This is an optimization exercise on Yosys and OpenROAD, whose aim is small area, a short achievable clock period and few clock cycles per item, not a production implementation.
Only simulation tests tie the RTL to the original design; equivalence was not proved.
No activity file was given, so power comes from the tool's default toggle rates.

Design hex_neighbour_order, start of the top module:
module hex_neighbour_order
#(
    parameter int GRID_SIDE = 32
) (
    input  logic        i_clk,
    input  logic        i_rst_n,
    input  logic        i_cfg_we,
    input  logic [15:0] i_cfg_wdata,    
    input  logic        i_s_tvalid,
    output logic        o_s_tready,
    input  logic [39:0] i_s_tdata,      
    output logic        o_m_tvalid,
    input  logic        i_m_tready,
    output logic [47:0] o_m_tdata,      
    output logic        o_m_tlast,
    output logic [0:0]  o_m_tuser       
);
    localparam int QD = 5;
    localparam logic [37:0] KB = 38'h2AAB000000;
    localparam logic [2:0] T_NONE = 3'd0;
    localparam logic [2:0] T_S    = 3'd1;
    localparam logic [2:0] T_K    = 3'd2;
    localparam logic [2:0] T_M    = 3'd3;
    localparam logic [2:0] T_PK   = 3'd4;
    localparam logic [2:0] T_NK   = 3'd5;
    function automatic logic [2:0] f_inc(input logic [2:0] p);
        f_inc = (p == 3'(QD - 1)) ? 3'd0 : p + 3'd1;
    endfunction
    function automatic logic signed [19:0] f_sat(input logic signed [21:0] v);
        if (v > 22'sd524287) begin
            f_sat = 20'sh7FFFF;
        end else if (v < -22'sd524288) begin
            f_sat = 20'sh80000;
        end else begin
            f_sat = v[19:0];
        end
    endfunction
    logic r_rst;
    always_ff @(posedge i_clk) begin
        r_rst <= !i_rst_n;
    end
    logic [15:0]        r_radius;
    logic [15:0]        r_h;          
    logic [15:0]        r_s;          
    logic [37:0]        r_knc;        
    logic [1:0]         r_cseq;       
    logic [15:0]        w_ma;
    logic signed [22:0] w_mb;
    logic [2:0]         w_mt;
    logic [8:0]         w_bneg, w_bone, w_btwo;
    logic [8:0]         r_bneg, r_bone, r_btwo;
    logic signed [22:0] r_mb;
    logic [2:0]         r_mt, r_mt1, r_mt2;    
    logic [37:0]        w_mc;
    logic [37:0]        w_prod;
    logic signed [37:0] r_p0, r_p1, r_p2;
    always_comb begin
        case (r_mt)
            T_S:        w_mc = KB + 38'd32768;
            T_K:        w_mc = KB + KB;
            T_PK, T_NK: w_mc = r_knc;
            default:    w_mc = KB;
        endcase
    end
    hno_booth u_booth (
        .i_a   (w_ma),
        .o_neg (w_bneg),
        .o_one (w_bone),
        .o_two (w_btwo)
    );
  ...
Size: roughly 14000 cells after synthesis, ~2400 flip-flops, roughly 110 I/O pins, ~130000 µm² of cells after synthesis.
==> flow/config.mk <==
export PLATFORM = sky130hd
export DESIGN_NAME = hex_neighbour_order
export DESIGN_NICKNAME = hex_neighbour_order
export VERILOG_FILES = /design/flow/design.v
export SDC_FILE = /design/flow/constraint.sdc
export NUM_CORES = 4
export LEC_CHECK = 0
export CAP_MARGIN = 20
export CORE_MARGIN = 2
export CORE_UTILIZATION = 40
export SLEW_MARGIN = 20
export SYNTH_MEMORY_MAX_BITS = 8192
==> flow/constraint.sdc <==
create_clock -name core_clock -period 12.0 [get_ports {i_clk}]
set_input_delay 2.4000 -clock core_clock [delete_from_list [all_inputs] [get_ports {i_clk}]]
set_output_delay 2.4000 -clock core_clock [all_outputs]
set_load 0.01 [all_outputs]
run.sh (not shown) runs the stock make flow with config.mk's settings and CLKGATE_MAP_FILE= SYNTH_SCRIPT=/design/flow/synth_recipe.tcl, a recipe that flattens the netlist after the stock synthesis.
The baseline ran to the end with no violations.
Testbench counts at the start, summed over its fixed seeds: cycles 8,240, items 2,400.
Then changed:
==> flow/flow/run.sh (new file) <==
#!/bin/bash
# Standard layout, with the timing repair asked to leave 7 ns of setup slack
# at the design's 12 ns clock (the clock and constraints are unchanged).
export SETUP_SLACK_MARGIN=7
bash standard.sh > standard.log 2>&1
==> flow/standard.sh (new file) <==
#!/bin/bash
# synth_recipe.tcl (not shown) runs the flow's synth.tcl, then flattens the netlist and writes it again
# the make line also repeats each setting of config.mk as NAME=value (left out here)
make -C /OpenROAD-flow-scripts/flow DESIGN_CONFIG=/design/flow/config.mk WORK_HOME=/design/flow/orfs CLKGATE_MAP_FILE= SYNTH_SCRIPT=/design/flow/synth_recipe.tcl "${@:-finish}"
Settings changed: CTS_BUF_LIST from default to sky130_fd_sc_hd__clkbuf_8.
removed: flow/run.sh
After rerunning: The new run finished with timing, DRC and antenna clean. Via count grows by 0.61%. Register-to-register slack gains 510 ps. Clock skew grows by 43 ps.

========
hex_neighbour_order, a different RTL version from the one above (not shown whole).
Size in the first run: about 14,000 cells after synthesis.
Design hex_neighbour_order, start of the top module:
module hex_neighbour_order
#(
    parameter int GRID_SIDE = 32
) (
    input  logic        i_clk,
    input  logic        i_rst_n,
    input  logic        i_cfg_we,
    input  logic [15:0] i_cfg_wdata,    
    input  logic        i_s_tvalid,
    output logic        o_s_tready,
    input  logic [39:0] i_s_tdata,      
    output logic        o_m_tvalid,
    input  logic        i_m_tready,
    output logic [47:0] o_m_tdata,      
    output logic        o_m_tlast,
    output logic [0:0]  o_m_tuser       
);
Settings: LEC_CHECK=0, CAP_MARGIN=20, CORE_MARGIN=2, CORE_UTILIZATION=60, PLACE_DENSITY=0.7, SETUP_SLACK_MARGIN=5, SLEW_MARGIN=20, SYNTH_MEMORY_MAX_BITS=8192; clock period 12.0 ns.
Stock flow here: none of the scripts above is used.
The first run ran to the end with no violations.
Testbench counts at the start, summed over its fixed seeds: cycles 8,490, items 2,400.
==> next run, changes <==
CORE_UTILIZATION = 40   (was 60)
PLACE_DENSITY = default   (was 0.7)
SETUP_SLACK_MARGIN = default   (was 5)
Outcome:
- cell area went up by 1.6%
- area after synthesis does not change
- via count shrinks by 4.7%
- flip-flop and latch count is unchanged
- setup slack gains 19 ps
- hold slack improves by 7.6 ps
- clock skew grows by 9.6 ps
- sequential power drops by about 1%

[static timing again, ports no longer ideal]
The results above use ideal ports. As a check the final layouts listed here were re-extracted and re-timed, cells and wires unchanged. Step 1 assumes that a clkbuf_16 drives the clock port and a buf_2 every other input. Step 2 times the ports against the registers' clock, not the clock port: input delays grow and output delays shrink by t, the midpoint of the rising clock arrivals with the driver on. a / b / c = no drivers / after step 1 / after step 2; a / b = the first two.
| run | shift t [ns] | setup WS [ns] | worst setup path at the end | worst register clock-pin slew, ns | pins driven straight from the clock port |
|---|---|---|---|---|---|
| the first run of note 1 | 0.998 | 6.092 / 6.092 / 5.783 | input to register | 0.07 / 0.07 | 1 |
| the second run of note 1 | 1.219 | 6.598 / 6.598 / 6.188 | input to register | 0.08 / 0.08 | 1 |
| the first run of note 2 | 0.978 | 5.806 / 5.710 / 6.205 | register to register | 0.07 / 0.07 | 1 |
| the second run of note 2 | 1.018 | 5.825 / 5.825 / 5.825 | register to register | 0.07 / 0.07 | 1 |
After both steps every run listed still meets setup and hold. For the second run of note 1, which loses most, drivers alone change the setup slack by 0.000 ns; drivers and shift together by -0.410 ns.
